This is an optimization exercise on Yosys and OpenROAD, whose aim is small area, a short achievable clock period and few clock cycles per item, not a production implementation.
The RTL was checked by simulation tests, not by an equivalence proof against the original design.

==> 11-04: inputs <==
==> flow/design.v (excerpt) <==
module rational_polyphase_resampler_unit #(
	parameter int UP_FACTOR   = rpr_pkg::DEF_UP_FACTOR,
	parameter int DOWN_FACTOR = rpr_pkg::DEF_DOWN_FACTOR,
	parameter int TAPS        = rpr_pkg::DEF_TAPS,
	parameter int COEF_BITS   = rpr_pkg::DEF_COEF_BITS
) (
	input  wire logic                                 clk,
	input  wire logic                                 arst_n,
	input  wire logic                                 in_valid,
	output logic                                      in_ready,
	input  wire logic signed [rpr_pkg::SAMPLE_W-1:0]  left_in,
	input  wire logic signed [rpr_pkg::SAMPLE_W-1:0]  right_in,
	output logic                                      out_valid,
	input  wire logic                                 out_ready,
	output logic signed [rpr_pkg::SAMPLE_W-1:0]       left_out,
	output logic signed [rpr_pkg::SAMPLE_W-1:0]       right_out
);
clock: 10.0 ns
lec_check: 0
cap_margin: 20
core_margin: 2
core_utilization: 50
setup_slack_margin: 5
slew_margin: 20
synth_memory_max_bits: 65536
standard.sh (not shown) runs the stock make flow with config.mk's settings and CLKGATE_MAP_FILE= SYNTH_SCRIPT=/design/flow/synth_recipe.tcl, a recipe that flattens the netlist after the stock synthesis.
==> flow/flow/run.sh <==
#!/bin/bash
# Standard layout, with one extra step between synthesis and floorplan:
# flow/polfix.py removes inverters between full adders (and xor gates) of the
# synthesized netlist by reassigning their output polarity (a full adder is
# self-dual; an xor absorbs input inversions as xor<->xnor). Registers and the
# function at every register and port are unchanged.
set -euo pipefail
R=orfs/results/${FLOW_PLATFORM}/rational_polyphase_resampler_unit/base
bash standard.sh synth > synth.log 2>&1
cp $R/1_2_yosys.v 1_2_yosys.orig.v
python3 flow/polfix.py 1_2_yosys.orig.v $R/1_2_yosys.v > polfix.log 2>&1
rm -f $R/1_synth.odb $R/1_synth.sdc
bash standard.sh > layout.log 2>&1
Other scripts of this flow, unchanged in this note and not shown: flow/flow/polfix.py
==> 03-18 (differences from 11-04) <==
CORE_UTILIZATION = 40   (was 50)
==> results.txt <==
metric	11-04	03-18
Fillers	11,207	15,305
Largest net degree at the start of global routing	120	164
Worst setup slack for register-to-register paths	4.86 ns	4.78 ns
Endpoint of the most critical register-to-register path	cfb_q[6]$_SDFFCE_PN0P_	cfa_q[9]$_SDFFCE_PN0P_
Width of the chip	363.6 um	406.0 um
Highest fanout seen on the critical path	57	71
Met1 capacity usage during global routing	0.5881	0.4447
Number of antenna violations at the first check in global routing	17	30
Result of the run	timing/DRC/antenna clean	timing/DRC/antenna clean
Final Cycle Share	0.5142	0.5217
Critical path startpoint	rn_q[5]$_DFFE_PN1P_	rn_q[4]$_DFFE_PN0P_
Global Route Usage Sum	0.4642	0.3859
Tap cell instance count	1,729	2,160
Post-Layout Cell Count	8,544	8,986
Post-placement setup slack	4.937 ns	4.738 ns
Startpoint of the lowest-slack hold path	bp_q[0]$_DFFE_PN0P_	bp_q[1]$_DFFE_PN0P_
Multi-input logic area	50,720 um^2	50,770 um^2
Buf+Inv Stages, Crit Path	2	5
Reg2reg start	rn_q[5]$_DFFE_PN1P_	rn_q[4]$_DFFE_PN0P_
Fin Hold WS	0.4255 ns	0.4028 ns
Initial drt markers	8,919	7,961
Arrival time of the worst setup path	5.55 ns	5.67 ns
Global Route met2 Usage	0.6863	0.6036
Total Die Area	132,200 um^2	164,800 um^2
DR vias	61,511	60,945
Testbench counts of 11-04, summed over its fixed seeds: cycles 16,000, frames 16,000.
Testbench counts of 03-18, summed over its fixed seeds: cycles 16,000, frames 16,000.

========
==> run a: inputs <==
rational_polyphase_resampler_unit, a different RTL version from the one above (not shown whole).
Design rational_polyphase_resampler_unit, start of the top module:
module rational_polyphase_resampler_unit #(
	parameter int UP_FACTOR   = rpr_pkg::DEF_UP_FACTOR,
	parameter int DOWN_FACTOR = rpr_pkg::DEF_DOWN_FACTOR,
	parameter int TAPS        = rpr_pkg::DEF_TAPS,
	parameter int COEF_BITS   = rpr_pkg::DEF_COEF_BITS
) (
	input  wire logic                                 clk,
	input  wire logic                                 arst_n,
	input  wire logic                                 in_valid,
	output logic                                      in_ready,
	input  wire logic signed [rpr_pkg::SAMPLE_W-1:0]  left_in,
	input  wire logic signed [rpr_pkg::SAMPLE_W-1:0]  right_in,
	output logic                                      out_valid,
	input  wire logic                                 out_ready,
	output logic signed [rpr_pkg::SAMPLE_W-1:0]       left_out,
	output logic signed [rpr_pkg::SAMPLE_W-1:0]       right_out
);
	localparam int SW     = rpr_pkg::SAMPLE_W;
	localparam int CW     = 16;           
	localparam int BW     = 24;           
	localparam int ACC_W  = 33;
	localparam int FRAC_W = COEF_BITS - 1;
	function automatic logic signed [15:0] rom_a(input logic [8:0] a);
		case (a)
			9'd0: rom_a = -16'sd253;
			9'd1: rom_a = -16'sd250;
			9'd2: rom_a = -16'sd247;
			9'd3: rom_a = -16'sd245;
			9'd4: rom_a = -16'sd242;
			9'd5: rom_a = -16'sd239;
			9'd6: rom_a = -16'sd237;
			9'd7: rom_a = -16'sd234;
			9'd8: rom_a = -16'sd231;
  ...
clock: 10.0 ns
lec_check: 0
cap_margin: 20
core_margin: 2
core_utilization: 40
slew_margin: 20
synth_memory_max_bits: 65536
Scripts as last shown in full above: flow/flow/run.sh
Other scripts of this flow, unchanged in this note and not shown: flow/flow/polfix.py
==> run b: changes against run a <==
--- a/flow/design.v
+++ b/flow/design.v
@@ -153,36 +153,36 @@
 	assign p7_12 = ((bd[21] & x[12]) | (bd[22] & x[11])) ^ bd[23];
 	assign p7_13 = ((bd[21] & x[13]) | (bd[22] & x[12])) ^ bd[23];
 	assign p7_14 = ((bd[21] & x[14]) | (bd[22] & x[13])) ^ bd[23];
 	assign p7_15 = ((bd[21] & x[15]) | (bd[22] & x[14])) ^ bd[23];
 	assign p7_16 = ~(((bd[21] & x[15]) | (bd[22] & x[15])) ^ bd[23]);
-	assign t0 = bd[2] ^ s_in[0] ^ c_in[0];
-	assign t1 = (bd[2] & s_in[0]) | (bd[2] & c_in[0]) | (s_in[0] & c_in[0]);
+	assign t0 = s_in[0] ^ c_in[0] ^ bd[2];
+	assign t1 = (s_in[0] & c_in[0]) | (s_in[0] & bd[2]) | (c_in[0] & bd[2]);
 	assign t2 = s_in[1] ^ c_in[1] ^ t1;
 	assign t3 = (s_in[1] & c_in[1]) | (s_in[1] & t1) | (c_in[1] & t1);
-	assign t4 = bd[5] ^ s_in[2] ^ c_in[2];
-	assign t5 = (bd[5] & s_in[2]) | (bd[5] & c_in[2]) | (s_in[2] & c_in[2]);
+	assign t4 = s_in[2] ^ c_in[2] ^ bd[5];
+	assign t5 = (s_in[2] & c_in[2]) | (s_in[2] & bd[5]) | (c_in[2] & bd[5]);
 	assign t6 = t4 ^ p0_2 ^ p1_0;
 	assign t7 = (t4 & p0_2) | (t4 & p1_0) | (p0_2 & p1_0);
 	assign t8 = s_in[3] ^ c_in[3] ^ t5;
 	assign t9 = (s_in[3] & c_in[3]) | (s_in[3] & t5) | (c_in[3] & t5);
 	assign t10 = p0_3 ^ p1_1 ^ t8;
 	assign t11 = (p0_3 & p1_1) | (p0_3 & t8) | (p1_1 & t8);
-	assign t12 = bd[8] ^ s_in[4] ^ c_in[4];
-	assign t13 = (bd[8] & s_in[4]) | (bd[8] & c_in[4]) | (s_in[4] & c_in[4]);
+	assign t12 = s_in[4] ^ c_in[4] ^ bd[8];
+	assign t13 = (s_in[4] & c_in[4]) | (s_in[4] & bd[8]) | (c_in[4] & bd[8]);
 	assign t14 = t12 ^ p0_4 ^ p1_2;
 	assign t15 = (t12 & p0_4) | (t12 & p1_2) | (p0_4 & p1_2);
 	assign t16 = p2_0 ^ t9 ^ t14;
 	assign t17 = (p2_0 & t9) | (p2_0 & t14) | (t9 & t14);
 	assign t18 = s_in[5] ^ c_in[5] ^ t13;
 	assign t19 = (s_in[5] & c_in[5]) | (s_in[5] & t13) | (c_in[5] & t13);
 	assign t20 = p0_5 ^ p1_3 ^ p2_1;
 	assign t21 = (p0_5 & p1_3) | (p0_5 & p2_1) | (p1_3 & p2_1);
 	assign t22 = t18 ^ t15 ^ t20;
 	assign t23 = (t18 & t15) | (t18 & t20) | (t15 & t20);
-	assign t24 = bd[11] ^ s_in[6] ^ c_in[6];
-	assign t25 = (bd[11] & s_in[6]) | (bd[11] & c_in[6]) | (s_in[6] & c_in[6]);
+	assign t24 = s_in[6] ^ c_in[6] ^ bd[11];
+	assign t25 = (s_in[6] & c_in[6]) | (s_in[6] & bd[11]) | (c_in[6] & bd[11]);
 	assign t26 = t24 ^ p0_6 ^ p1_4;
 	assign t27 = (t24 & p0_6) | (t24 & p1_4) | (p0_6 & p1_4);
 	assign t28 = p2_2 ^ p3_0 ^ t19;
 	assign t29 = (p2_2 & p3_0) | (p2_2 & t19) | (p3_0 & t19);
 	assign t30 = t21 ^ t26 ^ t28;
@@ -193,12 +193,12 @@
 	assign t35 = (p0_7 & p1_5) | (p0_7 & p2_3) | (p1_5 & p2_3);
 	assign t36 = p3_1 ^ t32 ^ t27;
 	assign t37 = (p3_1 & t32) | (p3_1 & t27) | (t32 & t27);
 	assign t38 = t34 ^ t29 ^ t36;
 	assign t39 = (t34 & t29) | (t34 & t36) | (t29 & t36);
-	assign t40 = bd[14] ^ s_in[8] ^ c_in[8];
-	assign t41 = (bd[14] & s_in[8]) | (bd[14] & c_in[8]) | (s_in[8] & c_in[8]);
+	assign t40 = s_in[8] ^ c_in[8] ^ bd[14];
+	assign t41 = (s_in[8] & c_in[8]) | (s_in[8] & bd[14]) | (c_in[8] & bd[14]);
 	assign t42 = t40 ^ p0_8 ^ p1_6;
 	assign t43 = (t40 & p0_8) | (t40 & p1_6) | (p0_8 & p1_6);
 	assign t44 = p2_4 ^ p3_2 ^ p4_0;
 	assign t45 = (p2_4 & p3_2) | (p2_4 & p4_0) | (p3_2 & p4_0);
 	assign t46 = t33 ^ t35 ^ t42;
@@ -213,12 +213,12 @@
 	assign t55 = (p3_3 & p4_1) | (p3_3 & t50) | (p4_1 & t50);
 	assign t56 = t43 ^ t45 ^ t52;
 	assign t57 = (t43 & t45) | (t43 & t52) | (t45 & t52);
 	assign t58 = t54 ^ t56 ^ t47;
 	assign t59 = (t54 & t56) | (t54 & t47) | (t56 & t47);
-	assign t60 = bd[17] ^ s_in[10] ^ c_in[10];
-	assign t61 = (bd[17] & s_in[10]) | (bd[17] & c_in[10]) | (s_in[10] & c_in[10]);
+	assign t60 = s_in[10] ^ c_in[10] ^ bd[17];
+	assign t61 = (s_in[10] & c_in[10]) | (s_in[10] & bd[17]) | (c_in[10] & bd[17]);
 	assign t62 = t60 ^ p0_10 ^ p1_8;
 	assign t63 = (t60 & p0_10) | (t60 & p1_8) | (p0_10 & p1_8);
 	assign t64 = p2_6 ^ p3_4 ^ p4_2;
 	assign t65 = (p2_6 & p3_4) | (p2_6 & p4_2) | (p3_4 & p4_2);
 	assign t66 = p5_0 ^ t51 ^ t53;
@@ -237,12 +237,12 @@
 	assign t79 = (t72 & t63) | (t72 & t65) | (t63 & t65);
 	assign t80 = t74 ^ t76 ^ t67;
 	assign t81 = (t74 & t76) | (t74 & t67) | (t76 & t67);
 	assign t82 = t78 ^ t69 ^ t80;
 	assign t83 = (t78 & t69) | (t78 & t80) | (t69 & t80);
-	assign t84 = bd[20] ^ s_in[12] ^ c_in[12];
-	assign t85 = (bd[20] & s_in[12]) | (bd[20] & c_in[12]) | (s_in[12] & c_in[12]);
+	assign t84 = s_in[12] ^ c_in[12] ^ bd[20];
+	assign t85 = (s_in[12] & c_in[12]) | (s_in[12] & bd[20]) | (c_in[12] & bd[20]);
 	assign t86 = t84 ^ p0_12 ^ p1_10;
 	assign t87 = (t84 & p0_12) | (t84 & p1_10) | (p0_12 & p1_10);
 	assign t88 = p2_8 ^ p3_6 ^ p4_4;
 	assign t89 = (p2_8 & p3_6) | (p2_8 & p4_4) | (p3_6 & p4_4);
 	assign t90 = p5_2 ^ p6_0 ^ t73;
@@ -265,12 +265,12 @@
 	assign t107 = (t89 & t100) | (t89 & t102) | (t100 & t102);
 	assign t108 = t91 ^ t104 ^ t93;
 	assign t109 = (t91 & t104) | (t91 & t93) | (t104 & t93);
 	assign t110 = t106 ^ t95 ^ t108;
 	assign t111 = (t106 & t95) | (t106 & t108) | (t95 & t108);
-	assign t112 = bd[23] ^ s_in[14] ^ c_in[14];
-	assign t113 = (bd[23] & s_in[14]) | (bd[23] & c_in[14]) | (s_in[14] & c_in[14]);
+	assign t112 = s_in[14] ^ c_in[14] ^ bd[23];
+	assign t113 = (s_in[14] & c_in[14]) | (s_in[14] & bd[23]) | (c_in[14] & bd[23]);
 	assign t114 = t112 ^ p0_14 ^ p1_12;
 	assign t115 = (t112 & p0_14) | (t112 & p1_12) | (p0_14 & p1_12);
 	assign t116 = p2_10 ^ p3_8 ^ p4_6;
 	assign t117 = (p2_10 & p3_8) | (p2_10 & p4_6) | (p3_8 & p4_6);
 	assign t118 = p5_4 ^ p6_2 ^ p7_0;
@@ -311,12 +311,12 @@
 	assign t153 = (t129 & t131) | (t129 & t133) | (t131 & t133);
 	assign t154 = t146 ^ t148 ^ t150;
 	assign t155 = (t146 & t148) | (t146 & t150) | (t148 & t150);
 	assign t156 = t135 ^ t137 ^ t152;
 	assign t157 = (t135 & t137) | (t135 & t152) | (t137 & t152);
-	assign t158 = t154 ^ t139 ^ t141;
-	assign t159 = (t154 & t139) | (t154 & t141) | (t139 & t141);
+	assign t158 = t139 ^ t154 ^ t141;
+	assign t159 = (t139 & t154) | (t139 & t141) | (t154 & t141);
 	assign t160 = t156 ^ t158 ^ t143;
 	assign t161 = (t156 & t158) | (t156 & t143) | (t158 & t143);
 	assign t162 = 1'b1 ^ s_in[17] ^ c_in[17];
 	assign t163 = (1'b1 & s_in[17]) | (1'b1 & c_in[17]) | (s_in[17] & c_in[17]);
 	assign t164 = t145 ^ t162 ^ p1_15;
@@ -566,10 +566,11 @@
 	localparam int SW     = rpr_pkg::SAMPLE_W;
 	localparam int CW     = 16;           
 	localparam int BW     = 24;           
 	localparam int ACC_W  = 33;
 	localparam int FRAC_W = COEF_BITS - 1;
+	localparam int HI_W   = ACC_W - FRAC_W;
 	function automatic logic signed [15:0] rom_a(input logic [8:0] a);
 		case (a)
 			9'd0: rom_a = -16'sd253;
 			9'd1: rom_a = -16'sd250;
 			9'd2: rom_a = -16'sd247;
@@ -1615,122 +1616,131 @@
 			booth[3*i]   = e[2*i+1] ^ e[2*i];
 			booth[3*i+1] = (e[2*i+2] && !e[2*i+1] && !e[2*i]) || (!e[2*i+2] && e[2*i+1] && e[2*i]);
 			booth[3*i+2] = e[2*i+2] && !(e[2*i+1] && e[2*i]);
 		end
 	endfunction
-	logic [8:0]  r_q;
+	function automatic logic [8:0] next_r(input logic [8:0] r);
+		next_r = (r < 9'd80) ? r + 9'd361 : r - 9'd80;
+	endfunction
+	logic [8:0]  r_q, rn_q;
 	logic        due_q;       
 	logic        rdy_q;       
+	logic        init_q;      
+	logic [BW-1:0] cfa_q, cfb_q, cfc_q;
 	logic [1:0]  bp_q;
 	logic [SW-1:0] xl_q, xr_q;
 	logic [BW-1:0] bq [3];
-	logic [2:0]  en_q;        
 	logic        cmp_q;       
 	logic [1:0]  cs_q;
 	logic [ACC_W-1:0] sl_q [3];
 	logic [ACC_W-1:0] cl_q [3];
 	logic [ACC_W-1:0] sr_q [3];
 	logic [ACC_W-1:0] cr_q [3];
-	logic [2:0]  vld_q;       
+	logic [2:0]  clr_q;       
 	logic        f1_q, f2_q;
 	logic [1:0]  fs_q;
 	logic        out_valid_q;
 	logic signed [SW-1:0] left_out_q, right_out_q;
 	logic        in_fire;
-	logic [BW-1:0] ba, bb, bc;
-	logic        cc_ok;
 	assign in_ready = rdy_q;
 	assign in_fire  = in_valid && rdy_q;
-	assign ba    = booth(rom_a(r_q));
-	assign bb    = booth(rom_b(r_q));
-	assign bc    = booth(rom_c(r_q));
-	assign cc_ok = (r_q < 9'd143);
 	assign out_valid = out_valid_q;
 	assign left_out  = left_out_q;
 	assign right_out = right_out_q;
 	always_ff @(posedge clk) begin
+		if (in_fire) begin
+			cfa_q <= booth(rom_a(rn_q));
+			cfb_q <= booth(rom_b(rn_q));
+			cfc_q <= booth(rom_c(rn_q));
+		end else if (init_q) begin
+			cfa_q <= booth(rom_a(9'd0));
+			cfb_q <= booth(rom_b(9'd0));
+			cfc_q <= booth(rom_c(9'd0));
+		end
+	end
+	always_ff @(posedge clk) begin
 		xl_q <= in_fire ? left_in : '0;
 		xr_q <= in_fire ? right_in : '0;
 		case (bp_q)
-			2'd1: begin bq[0] <= bc; bq[1] <= ba; bq[2] <= bb; end
-			2'd2: begin bq[0] <= bb; bq[1] <= bc; bq[2] <= ba; end
-			default: begin bq[0] <= ba; bq[1] <= bb; bq[2] <= bc; end
+			2'd1: begin bq[0] <= cfc_q; bq[1] <= cfa_q; bq[2] <= cfb_q; end
+			2'd2: begin bq[0] <= cfb_q; bq[1] <= cfc_q; bq[2] <= cfa_q; end
+			default: begin bq[0] <= cfa_q; bq[1] <= cfb_q; bq[2] <= cfc_q; end
 		endcase
 		cs_q <= bp_q;
 	end
 	for (genvar i = 0; i < 3; i++) begin : g_slot
 		logic [ACC_W-1:0] sl_n, cl_n, sr_n, cr_n;
-		rpr_mac u_l (.x(xl_q), .bd(bq[i]), .s_in(vld_q[i] ? sl_q[i] : '0), .c_in(vld_q[i] ? cl_q[i] : '0),
-			.s_out(sl_n), .c_out(cl_n));
-		rpr_mac u_r (.x(xr_q), .bd(bq[i]), .s_in(vld_q[i] ? sr_q[i] : '0), .c_in(vld_q[i] ? cr_q[i] : '0),
-			.s_out(sr_n), .c_out(cr_n));
+		rpr_mac u_l (.x(xl_q), .bd(bq[i]), .s_in(sl_q[i]), .c_in(cl_q[i]), .s_out(sl_n), .c_out(cl_n));
+		rpr_mac u_r (.x(xr_q), .bd(bq[i]), .s_in(sr_q[i]), .c_in(cr_q[i]), .s_out(sr_n), .c_out(cr_n));
 		always_ff @(posedge clk) begin
-			sl_q[i] <= sl_n;
-			cl_q[i] <= cl_n;
-			sr_q[i] <= sr_n;
-			cr_q[i] <= cr_n;
+			sl_q[i] <= clr_q[i] ? '0 : sl_n;
+			cl_q[i] <= clr_q[i] ? '0 : cl_n;
+			sr_q[i] <= clr_q[i] ? '0 : sr_n;
+			cr_q[i] <= clr_q[i] ? '0 : cr_n;
 		end
 	end
-	logic [ACC_W-1:0] suml, sumr;
-	logic [SW-1:0] hil_q, hir_q;
-	logic          rul_q, rur_q;      
-	assign suml = sl_q[fs_q] + cl_q[fs_q];
-	assign sumr = sr_q[fs_q] + cr_q[fs_q];
+	logic [FRAC_W:0] lol, lor;
+	logic [HI_W-1:0] hil, hir;
+	logic [HI_W-1:0] hil_q, hir_q;
+	logic            cyl_q, cyr_q;    
+	logic            nzl_q, nzr_q;    
+	logic [HI_W-1:0] fll, flr;        
+	assign lol = {1'b0, sl_q[fs_q][FRAC_W-1:0]} + {1'b0, cl_q[fs_q][FRAC_W-1:0]};
+	assign lor = {1'b0, sr_q[fs_q][FRAC_W-1:0]} + {1'b0, cr_q[fs_q][FRAC_W-1:0]};
+	assign hil = sl_q[fs_q][ACC_W-1:FRAC_W] + cl_q[fs_q][ACC_W-1:FRAC_W];
+	assign hir = sr_q[fs_q][ACC_W-1:FRAC_W] + cr_q[fs_q][ACC_W-1:FRAC_W];
+	assign fll = hil_q + HI_W'(cyl_q);
+	assign flr = hir_q + HI_W'(cyr_q);
 	always_ff @(posedge clk) begin
 		if (f1_q) begin
-			hil_q <= suml[ACC_W-1:FRAC_W];
-			hir_q <= sumr[ACC_W-1:FRAC_W];
-			rul_q <= suml[ACC_W-1] && (suml[FRAC_W-1:0] != '0);
-			rur_q <= sumr[ACC_W-1] && (sumr[FRAC_W-1:0] != '0);
+			hil_q <= hil;
+			hir_q <= hir;
+			cyl_q <= lol[FRAC_W];
+			cyr_q <= lor[FRAC_W];
+			nzl_q <= (lol[FRAC_W-1:0] != '0);
+			nzr_q <= (lor[FRAC_W-1:0] != '0);
 		end
 		if (f2_q) begin
-			left_out_q  <= hil_q + SW'(rul_q);
-			right_out_q <= hir_q + SW'(rur_q);
+			left_out_q  <= fll + HI_W'(fll[HI_W-1] && nzl_q);
+			right_out_q <= flr + HI_W'(flr[HI_W-1] && nzr_q);
 		end
 	end
-	logic [8:0] r_n;
 	logic       due_n, cmp_n, f1_n, f2_n, ov_n;
 	always_comb begin
-		r_n = r_q;
-		if (in_fire) r_n = due_q ? r_q + 9'd361 : r_q - 9'd80;
-		due_n = (r_n < 9'd80);
+		due_n = in_fire ? (rn_q < 9'd80) : due_q;
 		cmp_n = in_fire && due_q;
 		f1_n  = cmp_q;
 		f2_n  = f1_q;
 		ov_n  = (out_valid_q && !out_ready) || f2_q;
 	end
 	always_ff @(posedge clk or negedge arst_n) begin
 		if (!arst_n) begin
 			r_q         <= '0;
+			rn_q        <= 9'd361;
 			due_q       <= 1'b1;
 			rdy_q       <= 1'b1;
+			init_q      <= 1'b1;
 			bp_q        <= '0;
-			en_q        <= '0;
 			cmp_q       <= 1'b0;
-			vld_q       <= '0;
+			clr_q       <= '1;
 			f1_q        <= 1'b0;
 			f2_q        <= 1'b0;
 			fs_q        <= '0;
 			out_valid_q <= 1'b0;
 		end else begin
-			r_q   <= r_n;
-			due_q <= due_n;
-			rdy_q <= !due_n || !(cmp_n || f1_n || f2_n || ov_n);
-			cmp_q <= cmp_n;
-			en_q  <= '0;
+			init_q <= 1'b0;
 			if (in_fire) begin
-				case (bp_q)
-					2'd1: en_q <= {1'b1, 1'b1, cc_ok};
-					2'd2: en_q <= {1'b1, cc_ok, 1'b1};
-					default: en_q <= {cc_ok, 1'b1, 1'b1};
-				endcase
+				r_q  <= rn_q;
+				rn_q <= next_r(rn_q);
 				if (due_q) bp_q <= (bp_q == 2'd2) ? 2'd0 : bp_q + 2'd1;
 			end
+			due_q <= due_n;
+			rdy_q <= !due_n || !(cmp_n || f1_n || f2_n || ov_n);
+			cmp_q <= cmp_n;
 			for (int i = 0; i < 3; i++) begin
-				if (en_q[i]) vld_q[i] <= 1'b1;
+				clr_q[i] <= cmp_q && (cs_q == 2'(i));
 			end
-			if (cmp_q) vld_q[cs_q] <= 1'b0;
 			if (cmp_q) fs_q <= cs_q;
 			f1_q <= f1_n;
 			f2_q <= f2_n;
 			out_valid_q <= ov_n;
 		end
Settings changed: CORE_UTILIZATION 40 to 55.
==> reports/results.tsv <==
stage	metric	value	unit
place	dpl ws	4.33	ns
global_routing	antenna violations before repair	50	
cells_and_area	inverters	231	
die	core area	0.155	mm^2
logic_synthesis	Synth Cell Area	0.0624	mm^2
run_status	outcome	finished clean	
drt	via-per-instance ratio	6.95	
clock_network	Clock Pin Slew Worst Setup and Hold Paths	0.06	ns
global_routing	number of global-route vias before repair	63200	
place	placed insts	8714	
drt	M1 wire length	115000	um
die	tapcell count	2044	
setup_path	CP arrival	6.17	ns
place	gp weighted congestion	1.13	
setup_path	Max FO, Critical Path	57	
setup_path	CP top delay family	compound AO/OA/AOI/OAI gates	
logic_synthesis	Synth Instances	6355	
cells_and_area	area of the multi-input gates	0.0503	mm^2
The numbers above come from run a.

==> reports/results.tsv <==
stage	metric	value	unit
logic_synthesis	Synth Cell Area	0.0646	mm^2
setup_path	CP arrival	6.25	ns
place	gp weighted congestion	1.13	
global_routing	number of global-route vias before repair	64600	
drt	via-per-instance ratio	7.53	
setup_path	CP top delay family	buffers and inverters	
cells_and_area	area of the multi-input gates	0.0506	mm^2
logic_synthesis	Synth Instances	6356	
die	core area	0.116	mm^2
place	dpl ws	4.52	ns
global_routing	antenna violations before repair	21	
cells_and_area	inverters	198	
drt	M1 wire length	106000	um
run_status	outcome	finished clean	
die	tapcell count	1524	
The numbers above come from run b.

Testbench counts of run a, summed over its fixed seeds: cycles 16,000, frames 16,000.
Testbench counts of run b, summed over its fixed seeds: cycles 16,000, frames 16,000.

[afterwards: timing with drivers on the ports]
The results above use ideal ports. As a check the final layouts listed here were re-extracted and re-timed, cells and wires unchanged. Step 1, drivers: a clkbuf_16 drives clk and a buf_2 each remaining input, both assumed. Step 2 adds t to the input delays and takes it off the output delays; t is the mean of the earliest and latest rising clock arrival at the registers after step 1. Input paths then give back, and output paths get back, about the clock's delay inside the block. a / b / c = ideal / step 1 / step 2; a / b = the first two.
run	t, ns	slack for setup (ns)	hold WS [ns]
11-04	0.776	4.858 / 4.858 / 4.858	0.425 / 0.425 / 0.425
03-18	0.775	4.783 / 4.783 / 4.783	0.403 / 0.403 / 0.403
run a	0.760	4.246 / 4.246 / 4.246	0.420 / 0.420 / 0.420
run b	0.766	4.185 / 4.185 / 4.185	0.403 / 0.403 / 0.403
After both steps every run listed still meets setup and hold.
